What follows belongs to an exercise in optimizing a design on an open flow for small area, a short achievable clock period and few clock cycles; a production flow would make more cautious choices.
Function was checked by simulation only, so behaviour that the tests miss may differ from the original.
No activity file was given, so power comes from the tool's default toggle rates.

==> exp/pepper: inputs <==
==> flow/design.v <==
module mdu_seq #(
  parameter int XLEN = 64
) (
  input  logic            clk,
  input  logic            rst,
  input  logic            start,
  input  logic [2:0]      mdu_op,
  input  logic            word,
  input  logic [XLEN-1:0] op1,
  input  logic [XLEN-1:0] op2,
  input  logic            flush,
  output logic            busy,
  output logic            stall_req,
  output logic            done,
  output logic [XLEN-1:0] result
);
  localparam logic [2:0] P_IDLE = 3'd0, P_STEP = 3'd1, P_NEG = 3'd2, P_MOVE = 3'd3,
                         P_DONE = 3'd4;
  logic [2:0]  ph;
  logic [64:0] H;           
  logic [63:0] L;           
  logic [63:0] B;           
  logic [6:0]  cnt;         
  logic        xprev;       
  logic        is_div, wrd, bsg;   
  logic        corr;        
  logic        hi_res;      
  logic        nega, negq;  
  logic        c_b1, c_b2, c_neg, c_cin, c_l, c_ah, c_ash;
  function automatic logic [63:0] sx32(input logic [31:0] v);
    sx32 = {{32{v[31]}}, v};
  endfunction
  logic        ld_sa, ld_sb, ld_swap, ld_nega, ld_negb, a16, a32;
  logic [63:0] ld_a, ld_b, ld_x, ld_m, ld_l;
  logic        f16_a, f16_b, f32_a, f32_b;
  logic [6:0]  ld_cnt;
  always_comb begin
    if (mdu_op[2]) begin
      ld_sa = ~mdu_op[0];
      ld_sb = ~mdu_op[0];
    end else begin
      ld_sa = word | (mdu_op[1:0] != 2'b11);
      ld_sb = word | ~mdu_op[1];
    end
    ld_a = word ? (ld_sa ? sx32(op1[31:0]) : {32'd0, op1[31:0]}) : op1;
    ld_b = word ? (ld_sb ? sx32(op2[31:0]) : {32'd0, op2[31:0]}) : op2;
    f16_a = word ? (op1[31:15] == '0 || op1[31:15] == '1) : (op1[63:15] == '0 || op1[63:15] == '1);
    f16_b = word ? (op2[31:15] == '0 || op2[31:15] == '1) : (op2[63:15] == '0 || op2[63:15] == '1);
    f32_a = word | (op1[63:31] == '0) | (op1[63:31] == '1);
    f32_b = word | (op2[63:31] == '0) | (op2[63:31] == '1);
    ld_swap = (f16_a & ~f16_b) | (f32_a & ~f32_b);
    ld_x    = ld_swap ? ld_a : ld_b;
    ld_m    = ld_swap ? ld_b : ld_a;
    ld_nega = ld_sa & ld_a[63];
    ld_negb = ld_sb & ld_b[63];
    a16 = ld_nega ? (ld_a[63:15] == '1) : (ld_a[63:16] == '0);
    a32 = ld_nega ? (ld_a[63:31] == '1) : (ld_a[63:32] == '0);
    if (!mdu_op[2])  begin ld_l = ld_x;                 ld_cnt = 7'd64; end
    else if (a16)    begin ld_l = {ld_a[15:0], 48'd0};  ld_cnt = 7'd16; end
    else if (a32)    begin ld_l = {ld_a[31:0], 32'd0};  ld_cnt = 7'd32; end
    else             begin ld_l = ld_a;                 ld_cnt = 7'd64; end
  end
  logic        m_skip, d_skip, bzero, ge, run;
  logic [66:0] add_a, add_b, sum, bext;
  logic [63:0] dmask;
  logic [71:0] rafter;
  always_comb begin
    m_skip = (cnt >= 7'd16) && (({L[15:0], xprev} == '0) || ({L[15:0], xprev} == '1));
    bzero  = (B == '0);
    run = 1'b1;
    for (int j = 63; j >= 0; j--) begin
      dmask[j] = run;
      run      = run & ~(B[j] ^ bsg);
    end
    rafter = {H[63:0], L[63:56]};
    d_skip = (cnt >= 7'd8) && !bzero && (rafter[71:64] == '0) && ((rafter[63:0] & dmask) == '0);
    bext  = {{3{bsg & B[63]}}, B};
    add_a = ({67{c_ah}} & {{2{H[64]}}, H}) | ({67{c_ash}} & {2'b00, H[63:0], L[63]});
    add_b = ({67{c_b1}} & bext) | ({67{c_b2}} & {bext[65:0], 1'b0}) | ({67{c_l}} & {3'b000, L});
    sum   = add_a + (add_b ^ {67{c_neg}}) + {66'd0, c_cin};
    ge    = ~sum[66];
  end
  logic [6:0] cnt_n, cm16, cm2, cm8, cm1;
  logic       fin_step, div_n, corr_n, bsg_n;
  logic [2:0] ph_n, win;
  always_comb begin
    cm16 = cnt - 7'd16;
    cm2  = cnt - 7'd2;
    cm8  = cnt - 7'd8;
    cm1  = cnt - 7'd1;
    if (!is_div) cnt_n = m_skip ? cm16 : cm2;
    else         cnt_n = d_skip ? cm8 : cm1;
    if (!is_div) fin_step = m_skip ? (cnt == 7'd16) : (cnt == 7'd2);
    else         fin_step = d_skip ? (cnt == 7'd8)  : (cnt == 7'd1);
    ph_n = ph;
    case (ph)
      P_IDLE: if (start && !flush) ph_n = (mdu_op[2] && ld_nega) ? P_NEG : P_STEP;
      P_STEP: if (flush) ph_n = P_IDLE;
        else if (fin_step) begin
          if (hi_res) ph_n = P_MOVE;
          else if (is_div && (negq || bzero)) ph_n = P_NEG;   
          else ph_n = P_DONE;
        end
      P_NEG:  if (flush || cnt == 7'd0) ph_n = flush ? P_IDLE : P_DONE;
        else ph_n = P_STEP;
      P_MOVE: if (flush) ph_n = P_IDLE;
        else if (is_div && nega) ph_n = P_NEG;
        else ph_n = P_DONE;
      default: ph_n = P_IDLE;
    endcase
    if (ph == P_IDLE) begin
      win    = ld_swap ? {op1[1:0], 1'b0} : {op2[1:0], 1'b0};
      div_n  = mdu_op[2];
      corr_n = ~mdu_op[2] & ~(ld_swap ? ld_sa : ld_sb) & ld_x[63];
      bsg_n  = mdu_op[2] ? ld_negb : (ld_swap ? ld_sb : ld_sa);
    end else begin
      win    = m_skip ? L[17:15] : L[3:1];
      div_n  = is_div;
      corr_n = corr;
      bsg_n  = bsg;
    end
  end
  always_ff @(posedge clk or posedge rst) begin
    if (rst) begin
      ph   <= P_IDLE;
      done <= 1'b0;
    end else begin
      ph   <= ph_n;
      done <= (ph_n == P_DONE) && (ph != P_DONE);
    end
  end
  always_ff @(posedge clk) begin
    c_b1  <= 1'b0;
    c_b2  <= 1'b0;
    c_neg <= 1'b0;
    c_cin <= 1'b0;
    c_l   <= 1'b0;
    c_ah  <= 1'b0;
    c_ash <= 1'b0;
    case (ph_n)
      P_STEP: if (div_n) begin
          c_b1  <= 1'b1;
          c_neg <= ~bsg_n;
          c_cin <= ~bsg_n;
          c_ash <= 1'b1;
        end else begin
          c_ah  <= 1'b1;
          c_b1  <= (win[1] ^ win[0]);
          c_b2  <= (win == 3'b011) || (win == 3'b100);
          c_neg <= win[2] & ~(win[1] & win[0]);
          c_cin <= win[2] & ~(win[1] & win[0]);
        end
      P_MOVE: begin
        c_ah <= 1'b1;
        c_b1 <= corr_n;
      end
      P_NEG: begin   
        c_l   <= ~(ph == P_STEP && bzero);
        c_neg <= 1'b1;
        c_cin <= ~(ph == P_STEP && bzero);
      end
      default: ;
    endcase
  end
  always_ff @(posedge clk) begin
    H <= '0;
    L <= ld_l;
    case (ph)
      P_IDLE: begin
        B      <= mdu_op[2] ? ld_b : ld_m;
        cnt    <= ld_cnt;
        xprev  <= 1'b0;
        is_div <= mdu_op[2];
        wrd    <= word;
        bsg    <= bsg_n;
        corr   <= corr_n;
        hi_res <= mdu_op[2] ? mdu_op[1] : (~word & (mdu_op[1:0] != 2'b00));
        nega   <= ld_nega;
        negq   <= ld_nega ^ ld_negb;
      end
      P_STEP: begin
        cnt <= cnt_n;
        if (!is_div) begin
          if (m_skip) begin
            H     <= {{16{H[64]}}, H[64:16]};
            L     <= {H[15:0], L[63:16]};
            xprev <= L[15];
          end else begin
            H     <= sum[66:2];
            L     <= {sum[1:0], L[63:2]};
            xprev <= L[1];
          end
        end else begin
          if (d_skip) begin
            H <= {1'b0, H[55:0], L[63:56]};
            L <= {L[55:0], 8'd0};
          end else begin
            H <= {1'b0, ge ? sum[63:0] : {H[62:0], L[63]}};
            L <= {L[62:0], ge};
          end
        end
      end
      P_NEG, P_MOVE: L <= sum[63:0];
      default: ;
    endcase
  end
  assign busy      = (ph != P_IDLE);
  assign stall_req = (start & ~busy) | (busy & ~done);
  assign result    = {wrd ? {32{L[31]}} : L[63:32], L[31:0]};
endmodule
==> flow/flow/run.sh <==
#!/bin/bash
# The standard layout, except that the port buffers are plain buffers (buf_*) rather
# than the slow clock-delay cells buffer_ports would pick: the delay cells are barred
# only while global placement (where buffer_ports runs) is set up.
set -e
export PRE_GLOBAL_PLACE_TCL="$PWD/flow/pre_global_place.tcl"
bash standard.sh > standard.log 2>&1
==> flow/flow/pre_global_place.tcl <==
# Run by ORFS before global placement: keep buffer_ports off the delay cells.
set_dont_use [get_lib_cells {sky130_fd_sc_hd__clkdlybuf4s* sky130_fd_sc_hd__dlymetal6s* sky130_fd_sc_hd__dlygate4sd* sky130_fd_sc_hd__dlybuf4s*}]
==> flow/standard.sh <==
#!/bin/bash
# synth_recipe.tcl (not shown) runs the flow's synth.tcl, then flattens the netlist and writes it again
# the make line also repeats each setting of config.mk as NAME=value (left out here)
make -C /OpenROAD-flow-scripts/flow DESIGN_CONFIG=/design/flow/config.mk WORK_HOME=/design/flow/orfs CLKGATE_MAP_FILE= SYNTH_SCRIPT=/design/flow/synth_recipe.tcl "${@:-finish}"
==> flow/config.mk <==
export PLATFORM = sky130hd
export DESIGN_NAME = mdu_seq
export DESIGN_NICKNAME = mdu_seq
export VERILOG_FILES = /design/flow/design.v
export SDC_FILE = /design/flow/constraint.sdc
export NUM_CORES = 4
export LEC_CHECK = 0
export CAP_MARGIN = 20
export CORE_MARGIN = 2
export CORE_UTILIZATION = 38
export PLACE_DENSITY = 0.5
export SETUP_SLACK_MARGIN = 3.3
export SLEW_MARGIN = 20
==> flow/constraint.sdc <==
create_clock -name core_clock -period 8.0 [get_ports {clk}]
set_input_delay 1.6000 -clock core_clock [delete_from_list [all_inputs] [get_ports {clk}]]
set_output_delay 1.6000 -clock core_clock [all_outputs]
set_load 0.01 [all_outputs]
==> exp/quartz: changes against exp/pepper <==
--- a/flow/config.mk
+++ b/flow/config.mk
@@ -8,6 +8,8 @@
 export CAP_MARGIN = 20
 export CORE_MARGIN = 2
 export CORE_UTILIZATION = 38
+export CTS_CLUSTER_DIAMETER = 70
+export CTS_CLUSTER_SIZE = 20
 export PLACE_DENSITY = 0.5
 export SETUP_SLACK_MARGIN = 3.3
 export SLEW_MARGIN = 20
==> comparison table <==
Fraction of layout cells with a size suffix above 1: exp/pepper 10.18%; exp/quartz 9.527%
Critical-path maximum fanout: exp/pepper 7; exp/quartz 16
Run status: exp/pepper timing/DRC/antenna clean; exp/quartz timing/DRC/antenna clean
Number of vias per cell: exp/pepper 6.770; exp/quartz 6.795
Multi-Input Combinational: exp/pepper 2396; exp/quartz 2395
Clock insertion delay at the later pin of the skew report: exp/pepper 0.59 ns; exp/quartz 0.58 ns
Area Overhead vs Synth: exp/pepper 15.67%; exp/quartz 13.96%
Cts bufs inserted: exp/pepper 28; exp/quartz 23
Final design area excluding fillers: exp/pepper 0.02514 sq mm; exp/quartz 0.02477 sq mm
Area of combinational cells with multiple inputs: exp/pepper 0.01591 sq mm; exp/quartz 0.01590 sq mm
Final Cycle Share: exp/pepper 59.80%; exp/quartz 61.60%
Wl on met1: exp/pepper 51.32 mm; exp/quartz 51.37 mm
CP Data Arrival Time: exp/pepper 5.28 ns; exp/quartz 5.33 ns
Testbench counts of exp/pepper, summed over its fixed seeds: cycles 70,242.
Testbench counts of exp/quartz, summed over its fixed seeds: cycles 70,242.

* * *

==> violet: inputs <==
Starts from the design.v that is shown in full above.
clock: 8.0 ns
lec_check: 0
cap_margin: 20
core_margin: 2
core_utilization: 38
setup_slack_margin: 3.3
slew_margin: 20
standard.sh (not shown) runs the stock make flow with config.mk's settings and CLKGATE_MAP_FILE= SYNTH_SCRIPT=/design/flow/synth_recipe.tcl, a recipe that flattens the netlist after the stock synthesis.
==> flow/flow/run.sh <==
#!/bin/bash
# The standard layout, except that the port buffers are plain buffers (buf_*) rather
# than the slow clock-delay cells buffer_ports would pick: the delay cells are barred
# only while global placement (where buffer_ports runs) is set up.
set -e
export PRE_GLOBAL_PLACE_TCL="$PWD/flow/pre_global_place.tcl"
bash standard.sh > standard.log 2>&1
==> flow/flow/pre_global_place.tcl <==
# Run by ORFS before global placement: keep buffer_ports off the delay cells.
set_dont_use [get_lib_cells {sky130_fd_sc_hd__clkdlybuf4s* sky130_fd_sc_hd__dlymetal6s* sky130_fd_sc_hd__dlygate4sd* sky130_fd_sc_hd__dlybuf4s*}]
==> cedar: changes against violet <==
==> flow/run.sh (new file) <==
#!/bin/bash
# synth_recipe.tcl (not shown) runs the flow's synth.tcl, then flattens the netlist and writes it again
# the make line also repeats each setting of config.mk as NAME=value (left out here)
make -C /OpenROAD-flow-scripts/flow DESIGN_CONFIG=/design/flow/config.mk WORK_HOME=/design/flow/orfs CLKGATE_MAP_FILE= SYNTH_SCRIPT=/design/flow/synth_recipe.tcl finish
removed: flow/flow/run.sh
removed: flow/flow/pre_global_place.tcl
removed: flow/standard.sh
==> harbor: changes against violet <==
--- a/flow/design.v
+++ b/flow/design.v
@@ -28,3 +28,3 @@
   logic        nega, negq;  
-  logic        c_b1, c_b2, c_neg, c_cin, c_l, c_ah, c_ash;
+  logic        c_b1, c_b2, c_neg, c_l, c_ah, c_ash;
   function automatic logic [63:0] sx32(input logic [31:0] v);
@@ -32,5 +32,10 @@
   endfunction
-  logic        ld_sa, ld_sb, ld_swap, ld_nega, ld_negb, a16, a32;
+  function automatic logic [1:0] mcls(input logic [63:0] v);
+    if (v[63:15] == '0 || v[63:15] == '1)      mcls = 2'd0;
+    else if (v[63:31] == '0 || v[63:31] == '1) mcls = 2'd1;
+    else                                       mcls = 2'd2;
+  endfunction
+  logic        ld_sa, ld_sb, ld_swap, ld_nega, ld_negb, ld_bz, a16, a32;
   logic [63:0] ld_a, ld_b, ld_x, ld_m, ld_l;
-  logic        f16_a, f16_b, f32_a, f32_b;
+  logic [1:0]  cls_a, cls_b;
   logic [6:0]  ld_cnt;
@@ -46,7 +51,5 @@
     ld_b = word ? (ld_sb ? sx32(op2[31:0]) : {32'd0, op2[31:0]}) : op2;
-    f16_a = word ? (op1[31:15] == '0 || op1[31:15] == '1) : (op1[63:15] == '0 || op1[63:15] == '1);
-    f16_b = word ? (op2[31:15] == '0 || op2[31:15] == '1) : (op2[63:15] == '0 || op2[63:15] == '1);
-    f32_a = word | (op1[63:31] == '0) | (op1[63:31] == '1);
-    f32_b = word | (op2[63:31] == '0) | (op2[63:31] == '1);
-    ld_swap = (f16_a & ~f16_b) | (f32_a & ~f32_b);
+    cls_a   = mcls(ld_a);
+    cls_b   = mcls(ld_b);
+    ld_swap = (cls_a < cls_b);
     ld_x    = ld_swap ? ld_a : ld_b;
@@ -55,4 +58,5 @@
     ld_negb = ld_sb & ld_b[63];
-    a16 = ld_nega ? (ld_a[63:15] == '1) : (ld_a[63:16] == '0);
-    a32 = ld_nega ? (ld_a[63:31] == '1) : (ld_a[63:32] == '0);
+    ld_bz   = (ld_b == '0);
+    a16 = ~ld_bz & (ld_nega ? (ld_a[63:15] == '1) : (ld_a[63:16] == '0));
+    a32 = (~ld_bz | word) & (ld_nega ? (ld_a[63:31] == '1) : (ld_a[63:32] == '0));
     if (!mdu_op[2])  begin ld_l = ld_x;                 ld_cnt = 7'd64; end
@@ -79,3 +83,3 @@
     add_b = ({67{c_b1}} & bext) | ({67{c_b2}} & {bext[65:0], 1'b0}) | ({67{c_l}} & {3'b000, L});
-    sum   = add_a + (add_b ^ {67{c_neg}}) + {66'd0, c_cin};
+    sum   = add_a + (add_b ^ {67{c_neg}}) + {66'd0, c_neg};
     ge    = ~sum[66];
@@ -100,3 +104,3 @@
           if (hi_res) ph_n = P_MOVE;
-          else if (is_div && (negq || bzero)) ph_n = P_NEG;   
+          else if (is_div && negq && !bzero) ph_n = P_NEG;
           else ph_n = P_DONE;
@@ -111,3 +115,3 @@
     if (ph == P_IDLE) begin
-      win    = ld_swap ? {op1[1:0], 1'b0} : {op2[1:0], 1'b0};
+      win    = {ld_x[1:0], 1'b0};
       div_n  = mdu_op[2];
@@ -135,3 +139,2 @@
     c_neg <= 1'b0;
-    c_cin <= 1'b0;
     c_l   <= 1'b0;
@@ -143,3 +146,2 @@
           c_neg <= ~bsg_n;
-          c_cin <= ~bsg_n;
           c_ash <= 1'b1;
@@ -150,3 +152,2 @@
           c_neg <= win[2] & ~(win[1] & win[0]);
-          c_cin <= win[2] & ~(win[1] & win[0]);
         end
@@ -156,6 +157,5 @@
       end
-      P_NEG: begin   
-        c_l   <= ~(ph == P_STEP && bzero);
+      P_NEG: begin
+        c_l   <= 1'b1;
         c_neg <= 1'b1;
-        c_cin <= ~(ph == P_STEP && bzero);
       end
==> flow/run.sh (new file) <==
#!/bin/bash
# synth_recipe.tcl (not shown) runs the flow's synth.tcl, then flattens the netlist and writes it again
# the make line also repeats each setting of config.mk as NAME=value (left out here)
make -C /OpenROAD-flow-scripts/flow DESIGN_CONFIG=/design/flow/config.mk WORK_HOME=/design/flow/orfs CLKGATE_MAP_FILE= SYNTH_SCRIPT=/design/flow/synth_recipe.tcl finish
CORE_UTILIZATION = 40   (was 38)
SETUP_SLACK_MARGIN = 3.2   (was 3.3)
removed: flow/flow/run.sh
removed: flow/flow/pre_global_place.tcl
removed: flow/standard.sh
==> comparison table <==
quantity	cedar	violet	harbor
Sequential power	2.97 mW	3.07 mW	2.93 mW
Final standard cell area without fillers	0.0264 mm^2	0.0251 mm^2	0.0266 mm^2
Area taken by flip-flops and latches	0.00521 mm^2	0.00521 mm^2	0.00519 mm^2
Clock distribution power	1.33 mW	1.32 mW	1.26 mW
Clkbuf count	36	35	37
Core Footprint	0.0565 mm^2	0.0565 mm^2	0.0551 mm^2
Post-detailed-route via-to-cell ratio	6.85	6.92	7.00
Minimum clock period	4.72 ns	4.78 ns	4.83 ns
Clk pwr share	10.1%	10.0%	10.2%
Depth of the worst register-to-register path	16	10	12
Routed metal-1 wire length	48100 um	46000 um	48400 um
Non-clock buffer share of cell area	11.8%	7.08%	11.7%
Fraction of the mapped netlist area in adder cells	4.73%	4.73%	4.58%
Post-synth top area share	12.6%	12.6%	12.2%
Crit path largest cell delay	0.89 ns	0.91 ns	0.60 ns
Mean instance size in the synthesized netlist	7.30 um^2	7.30 um^2	7.67 um^2
Status	complete, no violations	complete, no violations	complete, no violations
End point of the critical path	L[34]	H[54]	L[48]
Sequential Power Share	22.6%	23.2%	23.7%
Place WS	2.04 ns	2.04 ns	1.58 ns
Testbench counts of violet, summed over its fixed seeds: cycles 70,242.
Testbench counts of cedar, summed over its fixed seeds: cycles 70,242.
Testbench counts of harbor, summed over its fixed seeds: cycles 70,242.

[static timing again, ports no longer ideal]
No port has a modelled driver above. Below, the same layouts with a new extraction and two added sets of constraints. Step 1: set_driving_cell puts a clkbuf_16 on clk and a buf_2 on each other input, an assumption about the parent block. Step 2, shift: input delay + t, output delay - t, t = (earliest + latest rising clock arrival at the registers) / 2. This alone moves slack from input paths to output paths. Three values: ideal, step 1, step 2; two values: the first two.
run | shift t [ns] | setup WS [ns] | worst register clock-pin slew, ns | pins driven straight from the clock port
exp/pepper | 0.643 | 3.216 / 3.216 / 2.763 | 0.08 / 0.08 | 1
exp/quartz | 0.622 | 3.072 / 3.072 / 2.794 | 0.09 / 0.09 | 1
violet | 0.621 | 3.220 / 3.220 / 2.825 | 0.07 / 0.07 | 1
cedar | 0.619 | 3.279 / 3.287 / 2.677 | 0.07 / 0.07 | 1
harbor | 0.619 | 3.174 / 3.203 / 2.587 | 0.07 / 0.07 | 1
After both steps every run listed still meets setup and hold. The setup slack of cedar, which loses most, moves by +0.008 ns with the drivers and by -0.602 ns with both steps.
